This is an optimization exercise on Yosys and OpenROAD, whose aim is small area and a short achievable clock period, not a production implementation.
In this exercise RTL edits were held to simulation tests only and were not proved equivalent to the original.
Power figures rest on the tool's default switching activity, not on a simulated workload.

==> design.v <==
package bmu_pkg;
  localparam int xlen    = 32;
  localparam int shamt_w = 5;
  localparam int cnt_w   = 6;
  typedef struct packed {
    logic add;
    logic sub;
    logic unsign;
    logic slt;
    logic land;
    logic lor;
    logic lxor;
    logic zbb;
    logic sll;
    logic srl;
    logic sra;
    logic rol;
    logic ror;
    logic bext;
    logic clz;
    logic ctz;
    logic cpop;
    logic sext_b;
    logic sext_h;
    logic min;
    logic max;
    logic pack;
    logic packu;
    logic packh;
    logic grev;
    logic gorc;
    logic bset;
    logic bclr;
    logic binv;
    logic sh1add;
    logic sh2add;
    logic sh3add;
    logic zba;
  } bmu_op_t;
endpackage
`timescale 1ns/100ps
import bmu_pkg::*;
module bmu_adder (
  input  logic [xlen-1:0] a,
  input  logic            zba,      
  input  logic            sh1,
  input  logic            sh2,
  input  logic            sh3,
  input  logic [xlen-1:0] b,
  input  logic            sub,
  output logic [xlen-1:0] sum
);
  logic g1, g2, q2, g3, q3, g4, q4, g5, q5, g6, q6, g7, q7, g8, q8, g9, q9, g10, q10, g11, q11, g12, q12, g13, q13, g14, q14, g15, q15, g16, q16, g17, g18, q18, g19, q19, g20, q20, g21, q21, g22, q22, g23, q23, g24, q24, g25, q25, g26, q26, g27, q27, g28, q28, g29, q29, g30, q30, g31, q31, g32, g33, g34, q34, g35, q35, g36, q36, g37, q37, g38, q38, g39, q39, g40, q40, g41, q41, g42, q42, g43, q43, g44, q44, g45, q45, g46, g47, g48, g49, g50, q50, g51, q51, g52, q52, g53, q53, g54, q54, g55, q55, g56, q56, g57, q57, g58, g59, g60, g61, g62, g63, g64, g65, g66, g67, g68, g69, g70, g71, g72, g73, g74, g75, g76, g77, g78, g79, g80;
  logic [xlen-1:0] x, y, p;
  assign x = ({xlen{~zba}}  & a) |
             ({xlen{sh1}} & {a[xlen-2:0], 1'b0}) |
             ({xlen{sh2}} & {a[xlen-3:0], 2'b0}) |
             ({xlen{sh3}} & {a[xlen-4:0], 3'b0});
  assign y = b ^ {xlen{sub}};
  assign p = x ^ y;
  assign g1 = (x[0] & y[0]) | (p[0] & sub);
  assign g2 = (x[2] & y[2]) | (p[2] & (x[1] & y[1]));
  assign q2 = p[2] & p[1];
  assign g3 = (x[4] & y[4]) | (p[4] & (x[3] & y[3]));
  assign q3 = p[4] & p[3];
  assign g4 = (x[6] & y[6]) | (p[6] & (x[5] & y[5]));
  assign q4 = p[6] & p[5];
  assign g5 = (x[8] & y[8]) | (p[8] & (x[7] & y[7]));
  assign q5 = p[8] & p[7];
  assign g6 = (x[10] & y[10]) | (p[10] & (x[9] & y[9]));
  assign q6 = p[10] & p[9];
  assign g7 = (x[12] & y[12]) | (p[12] & (x[11] & y[11]));
  assign q7 = p[12] & p[11];
  assign g8 = (x[14] & y[14]) | (p[14] & (x[13] & y[13]));
  assign q8 = p[14] & p[13];
  assign g9 = (x[16] & y[16]) | (p[16] & (x[15] & y[15]));
  assign q9 = p[16] & p[15];
  assign g10 = (x[18] & y[18]) | (p[18] & (x[17] & y[17]));
  assign q10 = p[18] & p[17];
  assign g11 = (x[20] & y[20]) | (p[20] & (x[19] & y[19]));
  assign q11 = p[20] & p[19];
  assign g12 = (x[22] & y[22]) | (p[22] & (x[21] & y[21]));
  assign q12 = p[22] & p[21];
  assign g13 = (x[24] & y[24]) | (p[24] & (x[23] & y[23]));
  assign q13 = p[24] & p[23];
  assign g14 = (x[26] & y[26]) | (p[26] & (x[25] & y[25]));
  assign q14 = p[26] & p[25];
  assign g15 = (x[28] & y[28]) | (p[28] & (x[27] & y[27]));
  assign q15 = p[28] & p[27];
  assign g16 = (x[30] & y[30]) | (p[30] & (x[29] & y[29]));
  assign q16 = p[30] & p[29];
  assign g17 = g2 | (q2 & g1);
  assign g18 = g3 | (q3 & g2);
  assign q18 = q3 & q2;
  assign g19 = g4 | (q4 & g3);
  assign q19 = q4 & q3;
  assign g20 = g5 | (q5 & g4);
  assign q20 = q5 & q4;
  assign g21 = g6 | (q6 & g5);
  assign q21 = q6 & q5;
  assign g22 = g7 | (q7 & g6);
  assign q22 = q7 & q6;
  assign g23 = g8 | (q8 & g7);
  assign q23 = q8 & q7;
  assign g24 = g9 | (q9 & g8);
  assign q24 = q9 & q8;
  assign g25 = g10 | (q10 & g9);
  assign q25 = q10 & q9;
  assign g26 = g11 | (q11 & g10);
  assign q26 = q11 & q10;
  assign g27 = g12 | (q12 & g11);
  assign q27 = q12 & q11;
  assign g28 = g13 | (q13 & g12);
  assign q28 = q13 & q12;
  assign g29 = g14 | (q14 & g13);
  assign q29 = q14 & q13;
  assign g30 = g15 | (q15 & g14);
  assign q30 = q15 & q14;
  assign g31 = g16 | (q16 & g15);
  assign q31 = q16 & q15;
  assign g32 = g18 | (q18 & g1);
  assign g33 = g19 | (q19 & g17);
  assign g34 = g20 | (q20 & g18);
  assign q34 = q20 & q18;
  assign g35 = g21 | (q21 & g19);
  assign q35 = q21 & q19;
  assign g36 = g22 | (q22 & g20);
  assign q36 = q22 & q20;
  assign g37 = g23 | (q23 & g21);
  assign q37 = q23 & q21;
  assign g38 = g24 | (q24 & g22);
  assign q38 = q24 & q22;
  assign g39 = g25 | (q25 & g23);
  assign q39 = q25 & q23;
  assign g40 = g26 | (q26 & g24);
  assign q40 = q26 & q24;
  assign g41 = g27 | (q27 & g25);
  assign q41 = q27 & q25;
  assign g42 = g28 | (q28 & g26);
  assign q42 = q28 & q26;
  assign g43 = g29 | (q29 & g27);
  assign q43 = q29 & q27;
  assign g44 = g30 | (q30 & g28);
  assign q44 = q30 & q28;
  assign g45 = g31 | (q31 & g29);
  assign q45 = q31 & q29;
  assign g46 = g34 | (q34 & g1);
  assign g47 = g35 | (q35 & g17);
  assign g48 = g36 | (q36 & g32);
  assign g49 = g37 | (q37 & g33);
  assign g50 = g38 | (q38 & g34);
  assign q50 = q38 & q34;
  assign g51 = g39 | (q39 & g35);
  assign q51 = q39 & q35;
  assign g52 = g40 | (q40 & g36);
  assign q52 = q40 & q36;
  assign g53 = g41 | (q41 & g37);
  assign q53 = q41 & q37;
  assign g54 = g42 | (q42 & g38);
  assign q54 = q42 & q38;
  assign g55 = g43 | (q43 & g39);
  assign q55 = q43 & q39;
  assign g56 = g44 | (q44 & g40);
  assign q56 = q44 & q40;
  assign g57 = g45 | (q45 & g41);
  assign q57 = q45 & q41;
  assign g58 = g50 | (q50 & g1);
  assign g59 = g51 | (q51 & g17);
  assign g60 = g52 | (q52 & g32);
  assign g61 = g53 | (q53 & g33);
  assign g62 = g54 | (q54 & g46);
  assign g63 = g55 | (q55 & g47);
  assign g64 = g56 | (q56 & g48);
  assign g65 = g57 | (q57 & g49);
  assign g66 = (x[1] & y[1]) | (p[1] & g1);
  assign g67 = (x[3] & y[3]) | (p[3] & g17);
  assign g68 = (x[5] & y[5]) | (p[5] & g32);
  assign g69 = (x[7] & y[7]) | (p[7] & g33);
  assign g70 = (x[9] & y[9]) | (p[9] & g46);
  assign g71 = (x[11] & y[11]) | (p[11] & g47);
  assign g72 = (x[13] & y[13]) | (p[13] & g48);
  assign g73 = (x[15] & y[15]) | (p[15] & g49);
  assign g74 = (x[17] & y[17]) | (p[17] & g58);
  assign g75 = (x[19] & y[19]) | (p[19] & g59);
  assign g76 = (x[21] & y[21]) | (p[21] & g60);
  assign g77 = (x[23] & y[23]) | (p[23] & g61);
  assign g78 = (x[25] & y[25]) | (p[25] & g62);
  assign g79 = (x[27] & y[27]) | (p[27] & g63);
  assign g80 = (x[29] & y[29]) | (p[29] & g64);
  assign sum = p ^ {g65, g80, g64, g79, g63, g78, g62, g77, g61, g76, g60, g75, g59, g74, g58, g73, g49, g72, g48, g71, g47, g70, g46, g69, g33, g68, g32, g67, g17, g66, g1, sub};
endmodule
module bmu_compare (
  input  logic [xlen-1:0] a,
  input  logic [xlen-1:0] b,
  input  logic            unsign,
  input  logic            min,      
  input  logic            max,
  output logic            lt,
  output logic            mm_a,     
  output logic            mm_b      
);
  logic cg1, cg2, cp2, cg3, cg4, cp4, cg5, cp5, cg6, cp6, cg7, cg8, cp8, cg9, cp9, cg10, cp10, cg11, cp11, cg12, cp12, cg13, cp13, cg14, cp14, cg15, cg16, cp16, cg17, cp17, cg18, cp18, cg19, cp19, cg20, cp20, cg21, cp21, cg22, cp22, cg23, cp23, cg24, cp24, cg25, cp25, cg26, cp26, cg27, cp27, cg28, cp28, cg29, cp29, cg30, cp30, cg31;
  logic [xlen-1:0] p, g;
  assign p = a | ~b;
  assign g = a & ~b;
  assign cg1 = g[0] | p[0];
  assign cg2 = g[2] | (p[2] & g[1]);
  assign cp2 = p[2] & p[1];
  assign cg3 = cg2 | (cp2 & cg1);
  assign cg4 = g[4] | (p[4] & g[3]);
  assign cp4 = p[4] & p[3];
  assign cg5 = g[6] | (p[6] & g[5]);
  assign cp5 = p[6] & p[5];
  assign cg6 = cg5 | (cp5 & cg4);
  assign cp6 = cp5 & cp4;
  assign cg7 = cg6 | (cp6 & cg3);
  assign cg8 = g[8] | (p[8] & g[7]);
  assign cp8 = p[8] & p[7];
  assign cg9 = g[10] | (p[10] & g[9]);
  assign cp9 = p[10] & p[9];
  assign cg10 = cg9 | (cp9 & cg8);
  assign cp10 = cp9 & cp8;
  assign cg11 = g[12] | (p[12] & g[11]);
  assign cp11 = p[12] & p[11];
  assign cg12 = g[14] | (p[14] & g[13]);
  assign cp12 = p[14] & p[13];
  assign cg13 = cg12 | (cp12 & cg11);
  assign cp13 = cp12 & cp11;
  assign cg14 = cg13 | (cp13 & cg10);
  assign cp14 = cp13 & cp10;
  assign cg15 = cg14 | (cp14 & cg7);
  assign cg16 = g[16] | (p[16] & g[15]);
  assign cp16 = p[16] & p[15];
  assign cg17 = g[18] | (p[18] & g[17]);
  assign cp17 = p[18] & p[17];
  assign cg18 = cg17 | (cp17 & cg16);
  assign cp18 = cp17 & cp16;
  assign cg19 = g[20] | (p[20] & g[19]);
  assign cp19 = p[20] & p[19];
  assign cg20 = g[22] | (p[22] & g[21]);
  assign cp20 = p[22] & p[21];
  assign cg21 = cg20 | (cp20 & cg19);
  assign cp21 = cp20 & cp19;
  assign cg22 = cg21 | (cp21 & cg18);
  assign cp22 = cp21 & cp18;
  assign cg23 = g[24] | (p[24] & g[23]);
  assign cp23 = p[24] & p[23];
  assign cg24 = g[26] | (p[26] & g[25]);
  assign cp24 = p[26] & p[25];
  assign cg25 = cg24 | (cp24 & cg23);
  assign cp25 = cp24 & cp23;
  assign cg26 = g[28] | (p[28] & g[27]);
  assign cp26 = p[28] & p[27];
  assign cg27 = g[30] | (p[30] & g[29]);
  assign cp27 = p[30] & p[29];
  assign cg28 = cg27 | (cp27 & cg26);
  assign cp28 = cp27 & cp26;
  assign cg29 = cg28 | (cp28 & cg25);
  assign cp29 = cp28 & cp25;
  assign cg30 = cg29 | (cp29 & cg22);
  assign cp30 = cp29 & cp22;
  assign cg31 = cg30 | (cp30 & cg15);
  assign lt = ~(unsign ? (g[xlen-1] | (p[xlen-1] & cg31)) :
                        ((~a[xlen-1] & b[xlen-1]) | ((~a[xlen-1] | b[xlen-1]) & cg31)));
  assign mm_a = (min & lt) | (max & ~lt);
  assign mm_b = (min & ~lt) | (max & lt);
endmodule
`timescale 1ns/100ps
import bmu_pkg::*;
module bmu_shifter (
  input  logic [xlen-1:0]    a,
  input  logic [shamt_w-1:0] s,
  input  logic               sll,
  input  logic               rol,
  input  logic               srl,
  input  logic               sra,
  input  logic               ror,
  input  logic               bext,
  input  logic               pack,
  input  logic               packh,
  input  logic               grev,
  output logic [xlen-1:0]    rot
);
  logic [shamt_w-1:0] ns;
  logic [shamt_w-1:0] amt;
  logic [3:0]         swap16;
  logic [xlen-1:0]    r1, r2, r4, r8;
  assign ns  = ~s + 5'd1;
  assign amt = ({shamt_w{sll | rol}} & s) |
               ({shamt_w{srl | sra | ror | bext}} & ns) |
               {pack, packh | grev, 3'b0};
  assign swap16 = {amt[4] | grev, amt[4], amt[4] | grev, amt[4]};
  assign r1 = amt[0] ? {a[xlen-2:0],  a[xlen-1]}      : a;
  assign r2 = amt[1] ? {r1[xlen-3:0], r1[xlen-1-:2]}  : r1;
  assign r4 = amt[2] ? {r2[xlen-5:0], r2[xlen-1-:4]}  : r2;
  assign r8 = amt[3] ? {r4[xlen-9:0], r4[xlen-1-:8]}  : r4;
  always_comb begin
    for (int k = 0; k < 4; k++) begin
      rot[8*k +: 8] = swap16[k] ? r8[8*((k+2)%4) +: 8] : r8[8*k +: 8];
    end
  end
endmodule
`timescale 1ns/100ps
import bmu_pkg::*;
module bmu_bitcount (
  input  logic [xlen-1:0]   a,
  input  logic              clz,
  input  logic              ctz,
  input  logic              cpop,
  input  logic [cnt_w-1:0]  oth,     
  output logic [cnt_w-1:0]  res,     
  output logic [3:0]        nzb
);
  logic [15:0]      v1;
  logic [7:0]       v2;
  logic [3:0]       v3;
  logic [1:0]       v4;
  logic             v5;
  logic             c1 [16];
  logic [1:0]       c2 [8];
  logic [2:0]       c3 [4];
  logic [3:0]       c4 [2];
  logic [4:0]       c5;
  logic [cnt_w-1:0] lz;
  logic [cnt_w-1:0] pop;
  always_comb begin
    for (int i = 0; i < 16; i++) begin
      v1[i] = a[2*i+1] | a[2*i];
      c1[i] = ctz ? ~a[2*i] : ~a[2*i+1];
    end
    for (int i = 0; i < 8; i++) begin
      v2[i] = v1[2*i+1] | v1[2*i];
      c2[i] = ctz ? (v1[2*i]   ? {1'b0, c1[2*i]}   : {1'b1, c1[2*i+1]})
                  : (v1[2*i+1] ? {1'b0, c1[2*i+1]} : {1'b1, c1[2*i]});
    end
    for (int i = 0; i < 4; i++) begin
      v3[i] = v2[2*i+1] | v2[2*i];
      c3[i] = ctz ? (v2[2*i]   ? {1'b0, c2[2*i]}   : {1'b1, c2[2*i+1]})
                  : (v2[2*i+1] ? {1'b0, c2[2*i+1]} : {1'b1, c2[2*i]});
    end
    for (int i = 0; i < 2; i++) begin
      v4[i] = v3[2*i+1] | v3[2*i];
      c4[i] = ctz ? (v3[2*i]   ? {1'b0, c3[2*i]}   : {1'b1, c3[2*i+1]})
                  : (v3[2*i+1] ? {1'b0, c3[2*i+1]} : {1'b1, c3[2*i]});
    end
    v5 = v4[1] | v4[0];
    c5 = ctz ? (v4[0] ? {1'b0, c4[0]} : {1'b1, c4[1]})
             : (v4[1] ? {1'b0, c4[1]} : {1'b1, c4[0]});
    lz = v5 ? {1'b0, c5} : 6'd32;
  end
  assign nzb = v3;
  logic pc_w1, pc_w2, pc_w3, pc_w4, pc_w5, pc_w6, pc_w7, pc_w8, pc_w9, pc_w10, pc_w11, pc_w12, pc_w13, pc_w14, pc_w15, pc_w16, pc_w17, pc_w18, pc_w19, pc_w20, pc_w21, pc_w22, pc_w23, pc_w24, pc_w25, pc_w26, pc_w27, pc_w28, pc_w29, pc_w30, pc_w31, pc_w32, pc_w33, pc_w34, pc_w35, pc_w36, pc_w37, pc_w38, pc_w39, pc_w40, pc_w41, pc_w42, pc_w43, pc_w44, pc_w45, pc_w46, pc_w47, pc_w48, pc_w49, pc_w50, pc_w51, pc_w52, pc_w53, pc_w54, pc_w55, pc_w56, pc_w57, pc_w58, pc_w59, pc_w60, pc_w61, pc_w62, pc_w63, pc_w64, pc_w65, pc_w66, pc_w67, pc_w68, pc_w69, pc_w70, pc_w71, pc_w72, pc_w73, pc_w74, pc_w75, pc_w76, pc_w77, pc_w78;
  assign pc_w1 = a[0] ^ a[10];
  assign pc_w2 = pc_w1 ^ a[11];
  assign pc_w3 = pc_w1 ? a[11] : a[0];
  assign pc_w4 = a[12] ^ a[13];
  assign pc_w5 = pc_w4 ^ a[14];
  assign pc_w6 = pc_w4 ? a[14] : a[12];
  assign pc_w7 = a[15] ^ a[16];
  assign pc_w8 = pc_w7 ^ a[17];
  assign pc_w9 = pc_w7 ? a[17] : a[15];
  assign pc_w10 = a[18] ^ a[19];
  assign pc_w11 = pc_w10 ^ a[1];
  assign pc_w12 = pc_w10 ? a[1] : a[18];
  assign pc_w13 = a[20] ^ a[21];
  assign pc_w14 = pc_w13 ^ a[22];
  assign pc_w15 = pc_w13 ? a[22] : a[20];
  assign pc_w16 = a[23] ^ a[24];
  assign pc_w17 = pc_w16 ^ a[25];
  assign pc_w18 = pc_w16 ? a[25] : a[23];
  assign pc_w19 = a[26] ^ a[27];
  assign pc_w20 = pc_w19 ^ a[28];
  assign pc_w21 = pc_w19 ? a[28] : a[26];
  assign pc_w22 = a[29] ^ a[2];
  assign pc_w23 = pc_w22 ^ a[30];
  assign pc_w24 = pc_w22 ? a[30] : a[29];
  assign pc_w25 = a[31] ^ a[3];
  assign pc_w26 = pc_w25 ^ a[4];
  assign pc_w27 = pc_w25 ? a[4] : a[31];
  assign pc_w28 = a[5] ^ a[6];
  assign pc_w29 = pc_w28 ^ a[7];
  assign pc_w30 = pc_w28 ? a[7] : a[5];
  assign pc_w31 = a[8] ^ a[9];
  assign pc_w32 = pc_w31 ^ pc_w11;
  assign pc_w33 = pc_w31 ? pc_w11 : a[8];
  assign pc_w34 = pc_w14 ^ pc_w17;
  assign pc_w35 = pc_w34 ^ pc_w2;
  assign pc_w36 = pc_w34 ? pc_w2 : pc_w14;
  assign pc_w37 = pc_w20 ^ pc_w23;
  assign pc_w38 = pc_w37 ^ pc_w26;
  assign pc_w39 = pc_w37 ? pc_w26 : pc_w20;
  assign pc_w40 = pc_w29 ^ pc_w5;
  assign pc_w41 = pc_w40 ^ pc_w8;
  assign pc_w42 = pc_w40 ? pc_w8 : pc_w29;
  assign pc_w43 = pc_w32 ^ pc_w35;
  assign pc_w44 = pc_w43 ^ pc_w38;
  assign pc_w45 = pc_w43 ? pc_w38 : pc_w32;
  assign pc_w46 = pc_w12 ^ pc_w15;
  assign pc_w47 = pc_w46 ^ pc_w18;
  assign pc_w48 = pc_w46 ? pc_w18 : pc_w12;
  assign pc_w49 = pc_w21 ^ pc_w24;
  assign pc_w50 = pc_w49 ^ pc_w27;
  assign pc_w51 = pc_w49 ? pc_w27 : pc_w21;
  assign pc_w52 = pc_w3 ^ pc_w30;
  assign pc_w53 = pc_w52 ^ pc_w6;
  assign pc_w54 = pc_w52 ? pc_w6 : pc_w3;
  assign pc_w55 = pc_w9 ^ pc_w33;
  assign pc_w56 = pc_w55 ^ pc_w36;
  assign pc_w57 = pc_w55 ? pc_w36 : pc_w9;
  assign pc_w58 = pc_w39 ^ pc_w42;
  assign pc_w59 = pc_w58 ^ pc_w47;
  assign pc_w60 = pc_w58 ? pc_w47 : pc_w39;
  assign pc_w61 = pc_w50 ^ pc_w53;
  assign pc_w62 = pc_w61 ^ pc_w56;
  assign pc_w63 = pc_w61 ? pc_w56 : pc_w50;
  assign pc_w64 = pc_w45 ^ pc_w59;
  assign pc_w65 = pc_w64 ^ pc_w62;
  assign pc_w66 = pc_w64 ? pc_w62 : pc_w45;
  assign pc_w67 = pc_w48 ^ pc_w51;
  assign pc_w68 = pc_w67 ^ pc_w54;
  assign pc_w69 = pc_w67 ? pc_w54 : pc_w48;
  assign pc_w70 = pc_w57 ^ pc_w60;
  assign pc_w71 = pc_w70 ^ pc_w63;
  assign pc_w72 = pc_w70 ? pc_w63 : pc_w57;
  assign pc_w73 = pc_w68 ^ pc_w66;
  assign pc_w74 = pc_w73 ^ pc_w71;
  assign pc_w75 = pc_w73 ? pc_w71 : pc_w68;
  assign pc_w76 = pc_w69 ^ pc_w72;
  assign pc_w77 = pc_w76 ^ pc_w75;
  assign pc_w78 = pc_w76 ? pc_w75 : pc_w69;
  assign pop = {1'b0, pc_w78, pc_w77, pc_w74, pc_w65, pc_w41} + {1'b0, 1'b0, 1'b0, 1'b0, 1'b0, pc_w44};
  assign res = ({cnt_w{clz | ctz}} & lz) | ({cnt_w{cpop}} & pop) | oth;
endmodule
`timescale 1ns/100ps
import bmu_pkg::*;
module bmu_bitlogic (
  input  logic [xlen-1:0]    rot,
  input  logic [xlen-1:0]    b,
  input  logic [xlen-1:0]    csr_rddata,
  input  logic [xlen-1:0]    q,         
  input  logic               idle,
  input  logic               csr_ren,
  input  logic               sll,
  input  logic               srl_sra,
  input  logic               bitop,     
  input  logic               packu,
  input  logic [19:0]        tt,
  input  logic               mm_a,      
  input  logic               mm_b,        
  output logic [xlen-1:0]    lout
);
  logic [shamt_w-1:0] s;
  logic [xlen-1:0]    therm;      
  logic [xlen-1:0]    tx;
  logic [xlen-1:0]    x;
  assign s = b[shamt_w-1:0];
  always_comb begin
    for (int i = 0; i < xlen; i++) begin
      therm[i] = (i >= s);
    end
  end
  always_comb begin
    for (int i = 0; i < xlen; i++) begin
      if (srl_sra) begin
        tx[i] = therm[xlen-1-i];
      end else begin
        tx[i] = therm[i] & ~((i == 0) ? 1'b0 : (bitop & therm[i-1]));
      end
    end
  end
  always_comb begin
    for (int i = 0; i < xlen; i++) begin
      if (idle) begin
        x[i] = q[i];
      end else if (csr_ren) begin
        x[i] = csr_rddata[i];
      end else if (sll | srl_sra | bitop) begin
        x[i] = tx[i];
      end else if (packu & (i < 16)) begin
        x[i] = b[(i + 16) % xlen];
      end else begin
        x[i] = b[i];
      end
    end
  end
  for (genvar i = 0; i < xlen; i++) begin : g_bit
    localparam int r = (i == 0) ? 0 : (i < 8) ? 1 : i / 8 + 1;
    logic [3:0] t;
    assign t       = tt[4*r +: 4] | {1'b0, mm_a, mm_b, 1'b0};
    assign lout[i] = rot[i] ? (x[i] ? t[3] : t[2]) : (x[i] ? t[1] : t[0]);
  end
endmodule
`timescale 1ns/100ps
import bmu_pkg::*;
module bit_manipulation_unit (
  input  logic              clk,
  input  logic              rst_n,
  input  logic              valid_in,
  input  bmu_pkg::bmu_op_t  op,
  input  logic              csr_ren,
  input  logic [xlen-1:0]   csr_rddata,
  input  logic [xlen-1:0]   a,
  input  logic [xlen-1:0]   b,
  output logic [xlen-1:0]   result,
  output logic              result_valid,
  output logic              error
);
  localparam logic [3:0] T_A    = 4'b1100;
  localparam logic [3:0] T_X    = 4'b1010;
  localparam logic [3:0] T_AND  = 4'b1000;
  localparam logic [3:0] T_ANDN = 4'b0100;
  localparam logic [3:0] T_OR   = 4'b1110;
  localparam logic [3:0] T_XOR  = 4'b0110;
  localparam logic [3:0] T_ORN  = 4'b1101;
  localparam logic [3:0] T_XNOR = 4'b1001;
  logic [shamt_w-1:0] s;
  logic               nc;
  logic               rev8, orcb;
  logic               shn, bitop;
  logic [xlen-1:0]    rot;
  logic [xlen-1:0]    sum;
  logic               lt;
  logic               adder_sel;
  logic [xlen-1:0]    lout;
  logic [19:0]        tt;
  logic [cnt_w-1:0]   low;
  logic [xlen-1:0]    mid;
  logic [3:0]         nzb;
  logic               fill;
  logic               mm_a, mm_b;
  logic               csr_sel;
  logic               err_d;
  logic [xlen-1:0]    result_d;
  assign s  = b[shamt_w-1:0];
  assign nc = valid_in & ~csr_ren;
  assign rev8 = op.grev & (s == 5'd24);
  assign orcb = op.gorc & (s == 5'd7);
  assign shn   = op.sh1add | op.sh2add | op.sh3add;
  assign bitop = op.bset | op.bclr | op.binv;
  bmu_shifter u_shifter (
    .a      (a),
    .s      (s),
    .sll    (op.sll),
    .rol    (op.rol),
    .srl    (op.srl),
    .sra    (op.sra),
    .ror    (op.ror),
    .bext   (op.bext),
    .pack   (op.pack),
    .packh  (op.packh),
    .grev   (op.grev),
    .rot    (rot)
  );
  bmu_adder u_adder (
    .a      (a),
    .zba    (op.zba),
    .sh1    (op.sh1add),
    .sh2    (op.sh2add),
    .sh3    (op.sh3add),
    .b      (b),
    .sub    (op.sub),
    .sum    (sum)
  );
  bmu_compare u_compare (
    .a      (a),
    .b      (b),
    .unsign (op.unsign),
    .min    (nc & op.min),
    .max    (nc & op.max),
    .lt     (lt),
    .mm_a   (mm_a),
    .mm_b   (mm_b)
  );
  assign adder_sel = nc & (op.add | (op.zba & ~op.sub) |
                           (op.sub & ~op.zba & ~op.slt & ~op.min & ~op.max));
  bmu_bitcount u_bitcount (
    .a     (a),
    .clz   (nc & op.clz),
    .ctz   (nc & op.ctz),
    .cpop  (nc & op.cpop),
    .oth   (mid[cnt_w-1:0]),
    .res   (low),
    .nzb   (nzb)
  );
  assign fill  = a[xlen-1];
  always_comb begin
    logic [3:0] tcom;
    tcom = ({4{op.land & ~op.zbb}} & T_AND)  |
           ({4{op.lor  & ~op.zbb}} & T_OR)   |
           ({4{op.lxor & ~op.zbb}} & T_XOR)  |
           ({4{op.land &  op.zbb}} & T_ANDN) |
           ({4{op.lor  &  op.zbb}} & T_ORN)  |
           ({4{op.lxor &  op.zbb}} & T_XNOR) |
           ({4{op.sll}}            & T_AND)  |
           ({4{op.srl}}            & T_AND)  |
           ({4{op.sra}}            & {1'b1, fill, 1'b0, fill}) |
           ({4{op.rol | op.ror | rev8}} & T_A) |
           ({4{op.bset}}           & T_OR)   |
           ({4{op.bclr}}           & T_ANDN) |
           ({4{op.binv}}           & T_XOR)  |
           ({4{op.min | op.max}}   & 4'b1000);
    for (int r = 0; r < 5; r++) begin
      tt[4*r +: 4] = tcom;
      if (r == 0) tt[4*r +: 4] |= {4{op.bext}} & T_A;
      if (r <= 1) tt[4*r +: 4] |= {4{op.sext_b}} & T_A;
      else        tt[4*r +: 4] |= {4{op.sext_b & a[7]}};
      if (r <= 2) tt[4*r +: 4] |= {4{op.sext_h}} & T_A;
      else        tt[4*r +: 4] |= {4{op.sext_h & a[15]}};
      if (r <= 2) tt[4*r +: 4] |= {4{op.pack | op.packu}} & T_X;
      else        tt[4*r +: 4] |= {4{op.pack | op.packu}} & T_A;
      if (r <= 1) tt[4*r +: 4] |= {4{op.packh}} & T_X;
      if (r == 2) tt[4*r +: 4] |= {4{op.packh}} & T_A;
      tt[4*r +: 4] |= {4{orcb & nzb[(r == 0) ? 0 : r - 1]}};
      tt[4*r +: 4] &= {4{nc}};
      tt[4*r +: 4] |= {4{csr_sel | ~valid_in}} & T_X;
    end
  end
  bmu_bitlogic u_bitlogic (
    .rot        (rot),
    .b          (b),
    .csr_rddata (csr_rddata),
    .q          (result),
    .idle       (~valid_in),
    .csr_ren    (csr_ren),
    .sll        (op.sll),
    .srl_sra    (op.srl | op.sra),
    .bitop      (bitop),
    .packu      (op.packu),
    .tt         (tt),
    .mm_a       (mm_a),
    .mm_b       (mm_b),
    .lout       (lout)
  );
  assign csr_sel = valid_in & csr_ren & (op == '0);
  assign err_d = (csr_ren & (op != '0)) |
                 (~op.zba & shn) |
                 (op.zba & op.sub);
  assign mid = lout | ({xlen{adder_sel}} & sum) |
               {{(xlen-1){1'b0}}, nc & op.slt & lt};
  assign result_d = {mid[xlen-1:cnt_w], low};
  always_ff @(posedge clk or negedge rst_n) begin
    if (!rst_n) begin
      result       <= '0;
      error        <= 1'b0;
      result_valid <= 1'b0;
    end else begin
      result_valid <= valid_in;
      result <= result_d;
      if (valid_in) begin
        error  <= err_d;
      end
    end
  end
endmodule
==> flow/run.sh <==
#!/bin/bash
# Own layout flow: the standard flow (standard.sh) with
#  - synthesis kept hierarchical per module until the final flatten, and the
#    ABC mapping script replaced by flow/area.abc (delay mapping with area
#    recovery, no blanket upsizing); everything else in synth_recipe.tcl unchanged
#  - plain buf_2 port buffers instead of delay cells
#  - timing repair aimed at a setup slack margin up to CTS, and no second
#    repair pass after global routing
# Each step's full output goes to log_<step>.txt in this folder.
set -euo pipefail
HERE=$(pwd)
cat > "$HERE/own_synth.tcl" <<TCL
# replace the -script of ORFS's abc call, then run the standard flow's synthesis as is
proc abc {args} {
  set i [lsearch -exact \$args -script]
  if {\$i >= 0} { lset args [expr {\$i + 1}] $HERE/flow/area.abc }
  yosys abc {*}\$args
}
source $HERE/synth_recipe.tcl
TCL
ARGS=(
  "SYNTH_SCRIPT=$HERE/own_synth.tcl"
  "SYNTH_HIERARCHICAL=1"
  "SYNTH_MINIMUM_KEEP_SIZE=0"
  "BUFFER_PORTS_ARGS=-buffer_cell sky130_fd_sc_hd__buf_2"
  "SETUP_SLACK_MARGIN=2.7"
  "SKIP_INCREMENTAL_REPAIR=1"
)
for step in synth floorplan place cts route finish; do
  bash standard.sh "${ARGS[@]}" "$step" > "log_$step.txt" 2>&1
done
==> flow/area.abc <==
&get -n
&st
&dch
&nf -R 1000
&put
topo
stime -c
==> standard.sh <==
#!/bin/bash
# synth_recipe.tcl (not shown) runs the flow's synth.tcl, then flattens the netlist and writes it again
# the make line also repeats each setting of config.mk as NAME=value (left out here)
make -C /OpenROAD-flow-scripts/flow DESIGN_CONFIG=/design/flow/config.mk WORK_HOME=/design/flow/orfs CLKGATE_MAP_FILE= SYNTH_SCRIPT=/design/flow/synth_recipe.tcl "${@:-finish}"
==> config.mk <==
export PLATFORM = sky130hd
export DESIGN_NAME = bit_manipulation_unit
export DESIGN_NICKNAME = bit_manipulation_unit
export VERILOG_FILES = /design/flow/design.v
export SDC_FILE = /design/flow/constraint.sdc
export NUM_CORES = 4
export LEC_CHECK = 0
export CAP_MARGIN = 20
export CORE_MARGIN = 2
export CORE_UTILIZATION = 30
export SLEW_MARGIN = 20
==> constraint.sdc <==
create_clock -name core_clock -period 7.0 [get_ports {clk}]
set_input_delay 1.4000 -clock core_clock [delete_from_list [all_inputs] [get_ports {clk}]]
set_output_delay 1.4000 -clock core_clock [all_outputs]
set_load 0.01 [all_outputs]
==> reports/metrics.yaml, run 1 <==
slew_violations: 0
crit_path_end_kind: "flip-flop"
timing.final.crit_share: 0.629
dpl_worst_slack_ns: 1.47
ys_ff_latch: 34
fin_area_um2: 12300
p_leak_nw: 5.25
required_ns: 7.19
crit_arrival_ns: 4.60
cts_buffers: 5
grt_pass1_wl_um: 70600
outcome: "no timing/DRC/antenna violations"
gr-usage-all-layers: 0.272
multi_input_area_um2: 9210
htree_levels: 2
max-slew-margin-rel: 0.294
avgSynthCellArea_um2: 7.18
fin_util: 0.376
remaining_drc_errors: 0
fp.dieArea_um2: 34600
finalSetupTns_ns: 0
synth_commonest_cells: "nand2_1 (188), a21oi_1 (156), mux2i_1 (150), nor2_1 (128), o21ai_0 (99)"
synth_top_area_frac: 0.151
antennaDiodeCount: 0
reg2regPathDepth: 8
grt_antenna_before_repair: 0
p_per_area_nw_per_um2: 188
yosys_warnings: 14
drt-pass1-iter-count: 8
post_cts_buffers: 17
drt-total-wl_um: 47400
die_h_um: 186
maxCapViolCount: 0
netlist_area_um2: 9950
worstMarginPinSlew_ns: 1.05
synthTopCellsByArea: "mux2i_1 (15%), dfrtp_1 (8.6%), a21oi_1 (7.9%)"
vias: 12300
die_x_um: 186
yosysTopAreaCell: "mux2i_1"
synth.distinct_cells: 60
path_class: "input pin to flip-flop"
synth-edff-count: 0
finalSetupViolations: 0
first_iter_violations: 1642
post_cts_resized: 137
path_max_fanout: 15
synth_ff_type: "dfrtp_1"
areaGrowthSynthToFinish_pct: 23.4
cts_sinks: 34
wl_per_cell_um: 23.3
gp_congestion: 0.976
syn_inst: 1386
setup_ws_ns: 2.59
hold_depth: 1
ant_nets: 0
whs_ns: 0.525
fin_nets: 1775
clock_path_buffers: 2
seq_area_frac_synth: 0.0855
initial_core_util: 0.305
io_buffers: 166
cts-root-buf: "clkbuf_16"
period_needed_ns: 4.41
drive_above_1_share: 0.175
clock_skew_ns: 0
dpl.hpwl_um: 36600
seq_area_um2: 851
overflow: 0
fmax_ghz: 0.227
yosysMostFrequentCell: "nand2_1"
rows: 66
clk_pin_slew_worst_paths_ns: 0.06
hold_violations: 0
cts_tree: "yes"
num-fill-cells: 3456
hp-class: "flip-flop to flip-flop"
synthArstFlopShare: 1.00
vdd_ir_drop_max_mv: 0.117
core_area_um2: 32600
startpoint_type: "input pin"
dpl_cell_area_um2: 11500
first_global_vias: 11600
clock_latency_ns: 0.30
holdBufCountCts: 0
grt_max_degree: 71
syn_nets: 1572
io_pins: 167
viasPerCell: 6.06
[kinds of logic (layout without fill, tap and decap cells)]
logic type / count (synthesis) / in the layout / share of synthesized area
xor gates and xnor gates: 94 / 94 / 0.0828
AOI/OAI and AO/OA: 465 / 465 / 0.297
and+or+nand+nor: 478 / 478 / 0.217
buffers and inverters: 66 / 270 / 0.0249
muxes: 181 / 181 / 0.200
DFF: 34 / 34 / 0.0855
adders and majority gates: 68 / 68 / 0.0931
[per-stage QoR]
step	std cells	total power (W)
detailed placement	2006	0.00184
floorplan	1386	0.00131
finish	2032	0.00231
CTS	2032	0.00229
global route	2032	0.00248
global placement	2006	0.00184
[cell type report]
| class | instances | share of cell area |
|---|---|---|
| inverters | 66 | 0.0213 |
| clock inverters | 3 | 0.00367 |
| well taps | 442 | 0.0451 |
| clock buffers | 5 | 0.0102 |
| multi-input cells | 1286 | 0.750 |
| flip-flops and latches | 34 | 0.0693 |
| repair inverters | 1 | 0.000714 |
| repair buffers | 195 | 0.0993 |
[path summary, 6_finish.rpt]
kind | slack, ns | to | from
min in group asynchronous | 1.22 | result[28] | rst_n
hold reg to reg | 0.52 | error | error
max in group asynchronous | 5.18 | result[5] | rst_n
setup reg to reg | 5.27 | result[0] | result[0]
setup / recovery | 2.59 | result[27] | a[25]
hold / removal | 0.52 | error | error
[cell usage in the layout (no fill, tap or decap), types with 6 or more instances in the layout]
master	Yosys	layout
dfrtp_1	34	34
buf_4	0	43
mux4_2	12	12
o221ai_1	7	7
a211oi_1	22	22
ha_1	38	36
mux2_1	19	17
and2_0	11	10
o22ai_1	23	22
fa_1	15	15
o31ai_1	8	8
xnor2_1	41	33
nor2_1	128	126
nand3_1	20	20
buf_2	0	135
a21o_1	41	40
nor3_1	31	30
mux2i_1	150	147
a222oi_1	30	30
a21oi_1	156	149
o21ai_0	99	92
or2_4	0	8
xnor2_2	0	8
a31oi_1	15	13
nor2b_1	36	31
maj3_1	15	10
nand2_1	188	185
a221oi_1	10	8
clkinv_1	66	63
nand2b_1	11	11
o21ai_1	0	6
a21oi_2	0	6
buf_6	0	12
a22oi_1	8	7
nor4_1	13	13
o211ai_1	6	6
xor2_1	53	53
[worst max-delay path, cell delays in order]
cell and delay [ns]:
buf_2 0.33, clkinv_1 0.13, a222oi_1 0.46, nand3_1 0.24, o41ai_4 0.50, a31oi_2 0.20, mux2_4 0.37, or2_4 0.30
mux4_2 0.48, a21o_1 0.17
[per-module statistics from Yosys, one instance, submodules excluded]
module	cells inside	area [um^2]	flip-flops and latches
bmu_adder	293	2160	0
bmu_bitcount	235	1480	0
bit_manipulation_unit	159	1590	34
bmu_bitlogic	395	2450	0
bmu_shifter	211	1710	0
bmu_compare	93	556	0
[flip-flops by register name, summed over array words and instances (netlist names)]
signal        flops
error             1
result           32
result_valid      1
[layer usage]
| layer | part of all wire | track usage | wire length (um) |
|---|---|---|---|
| met1 | 0.42 | 0.368 | 19800 |
| met5 | 0 | 0 | 0 |
| met3 | 0.096 | 0.0370 | 4550 |
| met4 | 0.049 | 0.122 | 2300 |
| met2 | 0.44 | 0.429 | 20700 |
[power breakdown]
| part | total [W] | switching [W] | internal (W) |
|---|---|---|---|
| Sequential | 0.000310 | 0.0000463 | 0.000263 |
| Clock | 0.000270 | 0.000102 | 0.000168 |
| Combinational | 0.00173 | 0.000994 | 0.000732 |
==> run 2, diff against run 1 <==
--- a/flow/run.sh
+++ b/flow/run.sh
@@ -1,8 +1,9 @@
 #!/bin/bash
 # Own layout flow: the standard flow (standard.sh) with
 #  - synthesis kept hierarchical per module until the final flatten, and the
-#    ABC mapping script replaced by flow/area.abc (delay mapping with area
-#    recovery, no blanket upsizing); everything else in synth_recipe.tcl unchanged
+#    ABC mapping script replaced by flow/area.abc (area-oriented mapping, no
+#    blanket upsizing; timing is left to the repair steps); everything else in
+#    synth_recipe.tcl unchanged
 #  - plain buf_2 port buffers instead of delay cells
 #  - timing repair aimed at a setup slack margin up to CTS, and no second
 #    repair pass after global routing
==> run 2 against run 1 <==
Highest routed layer unchanged; synthesized area unchanged; sequential power about the same; first-iteration DRC count is the same; total power unchanged; sequential share of layout area unchanged; synthesized cell count stayed put; clock power is essentially flat.
==> reports/metrics.yaml, run 2 <==
seq_area_frac_synth: 0.0855
p_leak_nw: 5.25
gr-usage-all-layers: 0.272
p_total_w: 0.00231
path_class: "input pin to flip-flop"
required_ns: 7.19
ant_nets: 0
maxCapViolCount: 0
netlist_area_um2: 9950
first_iter_violations: 1642
path_max_fanout: 15
yosysMostFrequentCell: "nand2_1"
clock_path_buffers: 2
dp.cells: 2006
hold_violations: 0
post_cts_buffers: 17
clk_pin_slew_worst_paths_ns: 0.06
reg2reg_to: "result[0]"
yosys_warnings: 14
finalSetupViolations: 0
timing.final.crit_share: 0.629
clock_skew_ns: 0
syn_nets: 1572
gp_congestion: 0.976
synth-edff-count: 0
first_global_vias: 11600
synthArstFlopShare: 1.00
fin_cells: 2032
clock_latency_ns: 0.30
remaining_drc_errors: 0
drt-total-wl_um: 47400
die_h_um: 186
hold_depth: 1
dpl_worst_slack_ns: 1.47
synth.distinct_cells: 60
cts_sinks: 34
io_pins: 167
viasPerCell: 6.06
initial_core_util: 0.305
startpoint_type: "input pin"
final_common_cell: "nand2_1"
cts-root-buf: "clkbuf_16"
worstMarginPinSlew_ns: 1.05
dpl.hpwl_um: 36600
fp.dieArea_um2: 34600
syn_inst: 1386
drt-pass1-iter-count: 8
outcome: "no timing/DRC/antenna violations"
hp-class: "flip-flop to flip-flop"
htree_levels: 2
antennaDiodeCount: 0
drive_above_1_share: 0.175
core_area_um2: 32600
largest_register_ff_count: 32
overflow: 0
io_buffers: 166
period_needed_ns: 4.41
grt_pass1_wl_um: 70600
largest_register: "result"
reg.largest.list: "result: 32 flops, error: 1 flops, result_valid: 1 flops"
final_cell_mix: "nand2_1 (185), a21oi_1 (149), mux2i_1 (147), buf_2 (135), nor2_1 (126)"
fmax_ghz: 0.227
hold_start: "error"
grt_max_degree: 71
fin_nets: 1775
num-fill-cells: 3456
synthTopCellsByArea: "mux2i_1 (15%), dfrtp_1 (8.6%), a21oi_1 (7.9%)"
vdd_ir_drop_max_mv: 0.117
crit_arrival_ns: 4.60
avgSynthCellArea_um2: 7.18
min_delay_worst_endpoint: "error"
vias: 12300
areaGrowthSynthToFinish_pct: 23.4
ys_ff_latch: 34
p_per_area_nw_per_um2: 188
cts_tree: "yes"
crit_path_end_kind: "flip-flop"
reg2reg_slack_ns: 5.27
wl_per_cell_um: 23.3
synth_commonest_cells: "nand2_1 (188), a21oi_1 (156), mux2i_1 (150), nor2_1 (128), o21ai_0 (99)"
cts_buffers: 5
grt_antenna_before_repair: 0
die_x_um: 186
rows: 66
synth_top_area_frac: 0.151
finalSetupTns_ns: 0
fin_util: 0.376
post_cts_resized: 137
slew_violations: 0
setup_ws_ns: 2.59
max-slew-margin-rel: 0.294
synth_ff_type: "dfrtp_1"
holdBufCountCts: 0
yosysTopAreaCell: "mux2i_1"
reg2regPathDepth: 8
worstReg2RegStart: "result[0]"
[run 2: cell counts in the layout (fill, tap and decap cells not counted)]
No cell type changed its count.
[run 2: area by class of cell]
class / instances / area, um^2 / share of cell area
clock buffer: 5 / 125 / 0.0102
clock inverter: 3 / 45.0 / 0.00367
inverter: 66 / 262 / 0.0213
multi-input combinational: 1286 / 9210 / 0.750
sequential: 34 / 851 / 0.0693
tap: 442 / 553 / 0.0451
timing repair buffer: 195 / 1220 / 0.0993
timing repair inverter: 1 / 8.76 / 0.000714
[run 2: cell families after synthesis]
kind of cell               Yosys count  share of synthesized area
muxes                              181                      0.200
DFF                                 34                     0.0855
buffers and inverters               66                     0.0249
adders and majority gates           68                     0.0931
AOI/OAI and AO/OA                  465                      0.297
and+or+nand+nor                    478                      0.217
xor gates and xnor gates            94                     0.0828
[run 2: layer usage]
| layer | GRT usage | vias to the layer above | wire length [um] |
|---|---|---|---|
| met3 | 0.0370 | 112 | 4550 |
| met1 | 0.368 | 5820 | 19800 |
| met5 | 0 | - | 0 |
| met2 | 0.429 | 740 | 20700 |
| li1 | - | 5650 | - |
| met4 | 0.122 | 0 | 2300 |
[run 2: per-stage QoR]
stage | hold WS (ns) | instance area [um^2]
after detailed placement | 0.514 | 11500
final | 0.525 | 12300
after global placement | 0.502 | 11500
after CTS | 0.528 | 12300
after global routing | 0.550 | 12300
after floorplan | 0.552 | 10000
[run 2: per-module statistics from Yosys (local to each module, per instance)]
module	times used	cells inside	flops+latches
bmu_bitlogic	1	395	0
bmu_adder	1	293	0
bmu_shifter	1	211	0
bit_manipulation_unit	1	159	34
bmu_bitcount	1	235	0
bmu_compare	1	93	0
[run 2: where the power goes]
group	internal, W	switching (W)
Sequential	0.000263	0.0000463
Combinational	0.000732	0.000994
Clock	0.000168	0.000102
[run 2: worst max path at each step]
stage                     startpoint         end  slack [ns]  cells after the start
after floorplan               op[22]   result[1]        2.30                      9
after global placement         a[14]  result[27]        1.66                     13
after detailed placement       a[14]  result[27]        1.47                     13
after CTS                      b[14]  result[27]        2.69                     13
after global routing           op[0]  result[27]        2.40                     16
final                          a[25]  result[27]        2.59                     10
[run 2: critical path: stages]
cell      delay (ns)
buf_2           0.33
clkinv_1        0.13
a222oi_1        0.46
nand3_1         0.24
o41ai_4         0.50
a31oi_2         0.20
mux2_4          0.37
or2_4           0.30
mux4_2          0.48
a21o_1          0.17
==> run 3, diff against run 2 <==
==> run.sh (new file) <==
#!/bin/bash
# synth_recipe.tcl (not shown) runs the flow's synth.tcl, then flattens the netlist and writes it again
# the make line also repeats each setting of config.mk as NAME=value (left out here)
make -C /OpenROAD-flow-scripts/flow DESIGN_CONFIG=/design/flow/config.mk WORK_HOME=/design/flow/orfs CLKGATE_MAP_FILE= SYNTH_SCRIPT=/design/flow/synth_recipe.tcl finish
--- a/config.mk
+++ b/config.mk
@@ -8,4 +8,7 @@
 export CAP_MARGIN = 20
 export CORE_MARGIN = 2
 export CORE_UTILIZATION = 30
+export SETUP_SLACK_MARGIN = 2.5
 export SLEW_MARGIN = 20
+export SYNTH_HIERARCHICAL = 1
+export SYNTH_MINIMUM_KEEP_SIZE = 0
removed: flow/run.sh
removed: flow/area.abc
removed: standard.sh
==> run 3 against run 2 <==
Still clean on timing, DRC and antenna; total power is 12% higher; critical path depth is 3 higher; worst setup slack worse by 0.12 ns; final cell count is 5.4% higher; register-to-register slack worse by 0.29 ns; clock skew stayed put; fmax is 2.6% lower; critical endpoint is now result[14].
==> reports/metrics.yaml, run 3 <==
outcome: "no timing/DRC/antenna violations"
synthXorXnorAreaFrac: 0.0780
avgSynthCellArea_um2: 7.89
synthSimpleGateAreaFrac: 0.171
vias: 13600
crit_path_end_kind: "flip-flop"
reg2regPathDepth: 6
clock_latency_ns: 0.30
fin_util: 0.396
synth_commonest_cells: "mux2i_1 (157), nand2_1 (114), inv_1 (111), o21ai_0 (96), nor2_1 (81)"
min_delay_worst_endpoint: "error"
reg2reg_to: "result[2]"
netlist_area_um2: 11500
path_class: "input pin to flip-flop"
synth.distinct_cells: 102
cts_sinks: 34
die_x_um: 199
final_common_cell: "nand2_1"
core_area_um2: 37700
finalSetupViolations: 0
ys_ff_latch: 34
fmax_ghz: 0.221
synth-edff-count: 0
htree_levels: 2
io_pins: 167
hold_depth: 1
timing.final.crit_share: 0.646
rsz0062_at_grt: "yes"
worstReg2RegStart: "result[2]"
met2_length_um: 24400
synth_top_area_frac: 0.137
startpoint_type: "input pin"
seq_area_frac_synth: 0.0743
max-slew-margin-rel: 0.235
met3_length_um: 6600
required_ns: 7.19
gr-usage-all-layers: 0.275
clock_skew_ns: 0
drive_above_1_share: 0.229
p_total_w: 0.00259
gp_congestion: 1.05
rows: 71
hold_violations: 0
wl_met1_um: 22600
syn_nets: 1638
synthTopCellsByArea: "mux2i_1 (14%), dfrtp_1 (7.4%), mux4_2 (5.1%)"
viasPerCell: 6.37
clk_pin_slew_worst_paths_ns: 0.07
first_iter_violations: 2014
antennaDiodeCount: 0
remaining_drc_errors: 0
syn_inst: 1452
final_cell_mix: "nand2_1 (114), inv_1 (106), mux2i_1 (104), clkdlybuf4s50_1 (93), o21ai_0 (89)"
synth-adder-area-share: 0.0875
grt_antenna_before_repair: 0
dpl_worst_slack_ns: 1.18
maxCapViolCount: 0
fin_nets: 1816
synthArstFlopShare: 1.00
grt_max_degree: 40
synth_ff_type: "dfrtp_1"
wl_per_cell_um: 26.6
clock_path_buffers: 2
yosys_warnings: 14
holdBufCountCts: 0
ant_nets: 0
io_buffers: 166
period_needed_ns: 4.52
setup_ws_ns: 2.48
synth-compound-area-share: 0.284
first_global_vias: 12600
grt_pass1_wl_um: 81400
hp-class: "flip-flop to flip-flop"
overflow: 0
drt-pass1-iter-count: 7
largest_register: "result"
worstMarginPinSlew_ns: 1.15
reg.largest.list: "result: 32 flops, error: 1 flops, result_valid: 1 flops"
areaGrowthSynthToFinish_pct: 30.4
fp.dieArea_um2: 39800
synth_top_family_by_area: "compound AO/OA/AOI/OAI gates"
yosysMostFrequentCell: "mux2i_1"
cts_buffers: 5
synth.area.mux_share: 0.225
initial_core_util: 0.304
highest_layer: "met4"
dpl_cell_area_um2: 13500
die_h_um: 199
cts_tree: "yes"
dpl.hpwl_um: 42300
vdd_ir_drop_max_mv: 0.175
fin_area_um2: 14900
slew_violations: 0
drt-total-wl_um: 56900
p_per_area_nw_per_um2: 174
yosysTopAreaCell: "mux2i_1"
largest_register_ff_count: 32
path_max_fanout: 6
reg2reg_slack_ns: 4.98
finalSetupTns_ns: 0
crit_arrival_ns: 4.72
hold_start: "error"
p_leak_nw: 6.07
cts-root-buf: "clkbuf_16"
[run 3: changes by cell type in the layout (fill, tap and decap cells not counted), moves of 63 or more]
cell	previous run	this run
nand2_1	185	114
clkdlybuf4s50_1	0	93
inv_1	0	106
a21oi_1	149	69
buf_2	135	11
clkinv_1	63	0
[run 3: cells by family after synthesis]
family | after synthesis
AO/OA/AOI/OAI | 456
XOR/XNOR | 83
adder cells (fa/ha/maj) | 75
buffers and inverters | 205
flip-flops | 34
multiplexers | 220
AND/OR/NAND/NOR | 379
[run 3: critical path, cell delays in order]
cell and delay, ns:
dlygate4sd2_1 0.36, inv_1 0.15, o21ai_2 0.07, or4_4 0.57
o211ai_4 0.40, o311a_1 0.24, a21oi_4 0.08, or2_4 0.27
mux4_2 0.46, a32o_2 0.26, a211oi_2 0.19, o21ai_1 0.10
a21o_1 0.15
[run 3: report_power, final]
group	total [W]	switching [W]	internal, W
clock network	0.000282	0.000113	0.000169
logic	0.00199	0.00109	0.000893
registers	0.000325	0.0000668	0.000258
total	0.00259	0.00127	0.00132
[run 3: timing repair]
action | 4_1_cts | 5_1_grt
endpoints found under the setup margin | 32 | 27
resized for setup | 226 | 156
pin swaps | 31 | 32
gates cloned | 5 | 1
buffers inserted | 44 | 17
[run 3: worst max-delay path by stage]
stage / from / end / slack [ns] / cells after the start
6_report: b[23] / result[14] / 2.48 / 13
4_1_cts: a[8] / result[14] / 2.48 / 16
2_1_floorplan: op[22] / result[3] / 2.50 / 12
3_3_place_gp: op[0] / result[26] / 1.23 / 13
5_1_grt: op[23] / result[3] / 2.41 / 13
3_5_place_dp: op[0] / result[28] / 1.18 / 13
[run 3: stage by stage]
step	hold WS, ns	cells
6_report	0.531	2142
5_1_grt	0.581	2142
4_1_cts	0.545	2124
3_5_place_dp	0.517	2067
3_3_place_gp	0.532	2067
2_1_floorplan	0.530	1452
[run 3: final cells by class]
cell class                      instances  area (um^2)
Timing Repair Buffer                  264         2480
Fill cell                            3865        22700
Clock buffer                            6          129
Clock inverter                          2         37.5
Inverter                              111          420
Tap cell                              511          639
Multi-Input combinational cell       1214        10400
Sequential cell                        34          851
[run 3: Yosys stat by module, one instance, submodules excluded]
module	area, um^2	cells	flops+latches	times used
bmu_adder	2470	337	0	1
bit_manipulation_unit	1680	157	34	1
bmu_bitlogic	3060	422	0	1
bmu_compare	699	110	0	1
bmu_bitcount	1620	229	0	1
bmu_shifter	1920	197	0	1
[run 3: routing by layer]
metal  GRT usage  vias up
met5           0        -
met4       0.117        0
met3      0.0545      219
met2       0.427      970
met1       0.370     6615
li1            -     5836
==> run 4, diff against run 3 <==
--- a/design.v
+++ b/design.v
@@ -48,7 +48,8 @@
   input  logic            sh3,
   input  logic [xlen-1:0] b,
   input  logic            sub,
-  output logic [xlen-1:0] sum
+  input  logic            asel,     
+  output logic [xlen-1:0] cs        
 );
   logic g1, g2, q2, g3, q3, g4, q4, g5, q5, g6, q6, g7, q7, g8, q8, g9, q9, g10, q10, g11, q11, g12, q12, g13, q13, g14, q14, g15, q15, g16, q16, g17, g18, q18, g19, q19, g20, q20, g21, q21, g22, q22, g23, q23, g24, q24, g25, q25, g26, q26, g27, q27, g28, q28, g29, q29, g30, q30, g31, q31, g32, g33, g34, q34, g35, q35, g36, q36, g37, q37, g38, q38, g39, q39, g40, q40, g41, q41, g42, q42, g43, q43, g44, q44, g45, q45, g46, g47, g48, g49, g50, q50, g51, q51, g52, q52, g53, q53, g54, q54, g55, q55, g56, q56, g57, q57, g58, g59, g60, g61, g62, g63, g64, g65, g66, g67, g68, g69, g70, g71, g72, g73, g74, g75, g76, g77, g78, g79, g80;
   logic [xlen-1:0] x, y, p;
@@ -187,7 +188,7 @@
   assign g78 = (x[25] & y[25]) | (p[25] & g62);
   assign g79 = (x[27] & y[27]) | (p[27] & g63);
   assign g80 = (x[29] & y[29]) | (p[29] & g64);
-  assign sum = p ^ {g65, g80, g64, g79, g63, g78, g62, g77, g61, g76, g60, g75, g59, g74, g58, g73, g49, g72, g48, g71, g47, g70, g46, g69, g33, g68, g32, g67, g17, g66, g1, sub};
+  assign cs = {xlen{asel}} & {g65, g80, g64, g79, g63, g78, g62, g77, g61, g76, g60, g75, g59, g74, g58, g73, g49, g72, g48, g71, g47, g70, g46, g69, g33, g68, g32, g67, g17, g66, g1, sub};
 endmodule
 module bmu_compare (
   input  logic [xlen-1:0] a,
@@ -279,6 +280,10 @@
   input  logic               pack,
   input  logic               packh,
   input  logic               grev,
+  input  logic               sh1,      
+  input  logic               sh2,
+  input  logic               sh3,
+  input  logic               zba,
   output logic [xlen-1:0]    rot
 );
   logic [shamt_w-1:0] ns;
@@ -288,10 +293,11 @@
   assign ns  = ~s + 5'd1;
   assign amt = ({shamt_w{sll | rol}} & s) |
                ({shamt_w{srl | sra | ror | bext}} & ns) |
-               {pack, packh | grev, 3'b0};
+               {pack, packh | grev, 1'b0,
+                zba & (sh2 | sh3), zba & (sh1 | sh3)};
   assign swap16 = {amt[4] | grev, amt[4], amt[4] | grev, amt[4]};
-  assign r1 = amt[0] ? {a[xlen-2:0],  a[xlen-1]}      : a;
-  assign r2 = amt[1] ? {r1[xlen-3:0], r1[xlen-1-:2]}  : r1;
+  assign r1 = amt[0] ? {a[xlen-2:0],  a[xlen-1] & ~zba}          : a;
+  assign r2 = amt[1] ? {r1[xlen-3:0], r1[xlen-1-:2] & {2{~zba}}} : r1;
   assign r4 = amt[2] ? {r2[xlen-5:0], r2[xlen-1-:4]}  : r2;
   assign r8 = amt[3] ? {r4[xlen-9:0], r4[xlen-1-:8]}  : r4;
   always_comb begin
@@ -518,7 +524,7 @@
   logic               rev8, orcb;
   logic               shn, bitop;
   logic [xlen-1:0]    rot;
-  logic [xlen-1:0]    sum;
+  logic [xlen-1:0]    cs;
   logic               lt;
   logic               adder_sel;
   logic [xlen-1:0]    lout;
@@ -549,6 +555,10 @@
     .pack   (op.pack),
     .packh  (op.packh),
     .grev   (op.grev),
+    .sh1    (op.sh1add),
+    .sh2    (op.sh2add),
+    .sh3    (op.sh3add),
+    .zba    (op.zba),
     .rot    (rot)
   );
   bmu_adder u_adder (
@@ -559,7 +569,8 @@
     .sh3    (op.sh3add),
     .b      (b),
     .sub    (op.sub),
-    .sum    (sum)
+    .asel   (adder_sel),
+    .cs     (cs)
   );
   bmu_compare u_compare (
     .a      (a),
@@ -598,7 +609,9 @@
            ({4{op.bset}}           & T_OR)   |
            ({4{op.bclr}}           & T_ANDN) |
            ({4{op.binv}}           & T_XOR)  |
-           ({4{op.min | op.max}}   & 4'b1000);
+           ({4{op.min | op.max}}   & 4'b1000) |
+           ({4{adder_sel & ~op.sub}} & T_XOR) |
+           ({4{adder_sel &  op.sub}} & T_XNOR);
     for (int r = 0; r < 5; r++) begin
       tt[4*r +: 4] = tcom;
       if (r == 0) tt[4*r +: 4] |= {4{op.bext}} & T_A;
@@ -635,8 +648,7 @@
   assign err_d = (csr_ren & (op != '0)) |
                  (~op.zba & shn) |
                  (op.zba & op.sub);
-  assign mid = lout | ({xlen{adder_sel}} & sum) |
-               {{(xlen-1){1'b0}}, nc & op.slt & lt};
+  assign mid = (lout ^ cs) | {{(xlen-1){1'b0}}, nc & op.slt & lt};
   assign result_d = {mid[xlen-1:cnt_w], low};
   always_ff @(posedge clk or negedge rst_n) begin
     if (!rst_n) begin
==> flow/run.sh (new file) <==
#!/bin/bash
# Own layout flow: the standard flow (standard.sh) with
#  - synthesis kept hierarchical per module until the final flatten, and the
#    ABC mapping script replaced by flow/area.abc (area-oriented mapping, no
#    blanket upsizing; timing is left to the repair steps); everything else in
#    synth_recipe.tcl unchanged
#  - plain buf_2 port buffers instead of delay cells
#  - timing repair aimed at a setup slack margin up to CTS, and no second
#    repair pass after global routing
# Each step's full output goes to log_<step>.txt in this folder.
set -euo pipefail
HERE=$(pwd)
cat > "$HERE/own_synth.tcl" <<TCL
# replace the -script of ORFS's abc call, then run the standard flow's synthesis as is
proc abc {args} {
  set i [lsearch -exact \$args -script]
  if {\$i >= 0} { lset args [expr {\$i + 1}] $HERE/flow/area.abc }
  yosys abc {*}\$args
}
source $HERE/synth_recipe.tcl
TCL
ARGS=(
  "SYNTH_SCRIPT=$HERE/own_synth.tcl"
  "SYNTH_HIERARCHICAL=1"
  "SYNTH_MINIMUM_KEEP_SIZE=0"
  "BUFFER_PORTS_ARGS=-buffer_cell sky130_fd_sc_hd__buf_2"
  "SETUP_SLACK_MARGIN=2.7"
  "SKIP_INCREMENTAL_REPAIR=1"
)
for step in synth floorplan place cts route finish; do
  bash standard.sh "${ARGS[@]}" "$step" > "log_$step.txt" 2>&1
done
==> flow/area.abc (new file) <==
&get -n
&st
&dch
&nf -R 1000
&put
topo
stime -c
==> standard.sh (new file) <==
#!/bin/bash
# synth_recipe.tcl (not shown) runs the flow's synth.tcl, then flattens the netlist and writes it again
# the make line also repeats each setting of config.mk as NAME=value (left out here)
make -C /OpenROAD-flow-scripts/flow DESIGN_CONFIG=/design/flow/config.mk WORK_HOME=/design/flow/orfs CLKGATE_MAP_FILE= SYNTH_SCRIPT=/design/flow/synth_recipe.tcl "${@:-finish}"
--- a/config.mk
+++ b/config.mk
@@ -8,7 +8,4 @@
 export CAP_MARGIN = 20
 export CORE_MARGIN = 2
 export CORE_UTILIZATION = 30
-export SETUP_SLACK_MARGIN = 2.5
 export SLEW_MARGIN = 20
-export SYNTH_HIERARCHICAL = 1
-export SYNTH_MINIMUM_KEEP_SIZE = 0
removed: run.sh
==> run 4 against run 3 <==
Still clean; final cell count down 4.9%; fmax up 2.4%; sequential cell count unchanged; synthesized cell count down 4.5%; core utilization down 1.9 points; sequential share of layout area up 1.3 points; total power down 13%; sequential power down 2%; critical path depth up 3; clock skew unchanged; die area down 15%; first-iteration DRC count down 18%; critical endpoint is now result[0].
==> reports/metrics.yaml, run 4 <==
dpl_worst_slack_ns: 1.27
maxCapViolCount: 0
path_max_fanout: 8
die_h_um: 184
dpl_cell_area_um2: 11300
first_global_vias: 11900
clock_skew_ns: 0
synth-adder-area-share: 0.0642
cts_sinks: 34
gr-usage-all-layers: 0.285
seq_area_frac_synth: 0.0873
p_per_area_nw_per_um2: 186
cp_num_buf_inv: 2
cts_tree: "yes"
cts_buffers: 5
io_buffers: 166
syn_nets: 1557
synthTopCellsByArea: "mux2i_1 (15%), dfrtp_1 (8.7%), a21oi_1 (8.4%)"
gp_congestion: 1.01
synth-edff-count: 0
met2_length_um: 21400
post_cts_buffers: 21
syn_inst: 1386
reg2regPathDepth: 8
fmax_ghz: 0.226
final_cell_mix: "nand2_1 (185), a21oi_1 (156), buf_2 (141), mux2i_1 (135), nor2_1 (130)"
yosys_warnings: 14
crit_top_cell: "mux2i_1"
reg.largest.list: "result: 32 flops, error: 1 flops, result_valid: 1 flops"
dpl.hpwl_um: 37100
yosysMostFrequentCell: "nand2_1"
vias: 12500
hp-class: "flip-flop to flip-flop"
whs_ns: 0.554
timing.final.crit_share: 0.631
rows: 66
synth.area.mux_share: 0.202
fin_nets: 1765
setup_ws_ns: 2.58
outcome: "no timing/DRC/antenna violations"
initial_core_util: 0.302
max-slew-margin-rel: 0.100
synthSimpleGateAreaFrac: 0.228
areaGrowthSynthToFinish_pct: 25.0
cpMaxStageDelayCell: "or4_4"
synth-compound-area-share: 0.301
drt-pass1-iter-count: 9
synthArstFlopShare: 1.00
synth_top_family_by_area: "compound AO/OA/AOI/OAI gates"
largest_register_ff_count: 32
grt_max_degree: 71
synth_top_area_frac: 0.151
io_pins: 167
avgSynthCellArea_um2: 7.03
startpoint_type: "input pin"
netlist_area_um2: 9750
critPathTopFamily: "multiplexers"
remaining_drc_errors: 0
required_ns: 7.16
hold_violations: 0
synth_commonest_cells: "nand2_1 (189), a21oi_1 (163), mux2i_1 (147), nor2_1 (134), o21ai_0 (108)"
largest_register: "result"
synthXorXnorAreaFrac: 0.0961
worstPathCellList: "buf_2, or4_4, o21ai_4, buf_12, nand2_8, mux2i_4, mux2_2, mux2i_1, mux2i_1, mux2i_2, o31ai_2, o32ai_2, xnor2_1, o21ai_1, a21oi_1, o31ai_1"
fp.dieArea_um2: 34000
met3_length_um: 4660
path_depth: 16
viasPerCell: 6.16
min_delay_worst_endpoint: "error"
finalSetupViolations: 0
clk_pin_slew_worst_paths_ns: 0.06
ant_nets: 0
clock_latency_ns: 0.30
wl_per_cell_um: 24.2
die_x_um: 184
slowest_delay_ns: 0.57
cts-root-buf: "clkbuf_16"
path_class: "input pin to flip-flop"
grt_pass1_wl_um: 73200
wl_met1_um: 20400
reg2reg_to: "result[0]"
ys_ff_latch: 34
vdd_ir_drop_max_mv: 0.140
synth.distinct_cells: 61
first_iter_violations: 1657
synth_ff_type: "dfrtp_1"
antennaDiodeCount: 0
hold_start: "error"
post_cts_resized: 135
final_common_cell: "nand2_1"
period_needed_ns: 4.42
p_total_w: 0.00226
drt-total-wl_um: 49300
fin_area_um2: 12200
drive_above_1_share: 0.194
holdBufCountCts: 0
core_area_um2: 32300
worstMarginPinSlew_ns: 1.34
highest_layer: "met4"
crit_arrival_ns: 4.57
grt_antenna_before_repair: 0
worstReg2RegStart: "result[0]"
slew_violations: 0
clock_path_buffers: 2
reg2reg_slack_ns: 5.27
overflow: 0
crit_path_end_kind: "flip-flop"
htree_levels: 2
cp-startpoint: "op[23]"
p_leak_nw: 5.24
hold_depth: 1
num-fill-cells: 3528
yosysTopAreaCell: "mux2i_1"
finalSetupTns_ns: 0
## run 4: cell types whose count changed in the layout (fill, tap and decap cells not counted), moves of 35 or more
cell | previous run | this run
a21oi_1 | 69 | 156
clkinv_1 | 0 | 54
buf_2 | 11 | 141
clkdlybuf4s50_1 | 93 | 0
mux2_2 | 37 | 2
a21o_1 | 43 | 6
inv_1 | 106 | 0
nor2_1 | 79 | 130
nand2_1 | 114 | 185
## run 4: layout make-up
type                            count  area [um^2]  share of cell area
Multi-Input combinational cell   1297         9160               0.752
Timing Repair Buffer              197         1200              0.0989
Sequential cell                    34          851              0.0698
Tap cell                          442          553              0.0454
Inverter                           58          238              0.0195
Clock buffer                        6          139              0.0114
Clock inverter                      1         30.0             0.00246
Timing Repair inverter              1         5.00            0.000411
## run 4: per-stage QoR
| step | util | std cells |
|---|---|---|
| after floorplan | - | 1386 |
| after global placement | 0.350 | 2004 |
| after detailed placement | 0.350 | 2004 |
| after CTS | 0.377 | 2036 |
| after global routing | 0.377 | 2036 |
| final | 0.377 | 2036 |
## run 4: layer usage
metal / track usage / vias up
met5: 0 / -
met4: 0.147 / 0
met3: 0.0443 / 127
met2: 0.447 / 759
met1: 0.378 / 5947
li1: - / 5705
## run 4: power breakdown
part | switching [W] | internal, W | leakage, nW
clock | 0.000110 | 0.000177 | 0.0829
sequential | 0.0000474 | 0.000271 | 0.408
combinational | 0.000969 | 0.000690 | 4.75
## run 4: worst max path at each step
stage                 end  slack, ns
3_5_place_dp   result[30]       1.27
5_1_grt        result[28]       2.41
2_1_floorplan   result[1]       2.63
6_report        result[0]       2.58
3_3_place_gp   result[30]       1.32
4_1_cts        result[13]       2.70
## run 4: cells by family after synthesis
logic type / Yosys count
AO/OA/AOI/OAI: 465
XOR/XNOR: 107
adder cells (fa/ha/maj): 53
buffers and inverters: 58
flip-flops: 34
multiplexers: 179
AND/OR/NAND/NOR: 490
## run 4: Yosys stat by module, one instance, submodules excluded
module / area [um^2] / flops+latches / times used / cells inside
bmu_bitlogic: 2450 / 0 / 1 / 395
bmu_bitcount: 1480 / 0 / 1 / 235
bmu_adder: 1870 / 0 / 1 / 283
bmu_compare: 556 / 0 / 1 / 93
bit_manipulation_unit: 1650 / 34 / 1 / 161
bmu_shifter: 1730 / 0 / 1 / 219

port drivers added, routing unchanged:
The results above use ideal ports. As a check the final layouts listed here were re-extracted and re-timed, cells and wires unchanged. Step 1 sets driving cells, clkbuf_16 on the clock port and buf_2 on the other inputs (assumed; they add their load-dependent delay and slew). Step 2 adds t to the input delays and takes it off the output delays; t is the mean of the earliest and latest rising clock arrival at the registers after step 1. Input paths then give back, and output paths get back, about the clock's delay inside the block. a / b / c = ideal / step 1 / step 2; a / b = the first two.
| run | shift t [ns] | setup slack, ns | worst data-port slew with drivers (ns) |
|---|---|---|---|
| run 1 | 0.344 | 2.595 / 2.615 / 2.271 | 0.05 |
| run 2 | 0.344 | 2.595 / 2.615 / 2.271 | 0.05 |
| run 3 | 0.345 | 2.477 / 2.492 / 2.147 | 0.06 |
| run 4 | 0.347 | 2.585 / 2.601 / 2.254 | 0.07 |
After both steps setup and hold are still met in every run listed. The setup slack of run 4, which loses most, moves by +0.016 ns with the drivers and by -0.331 ns with both steps.
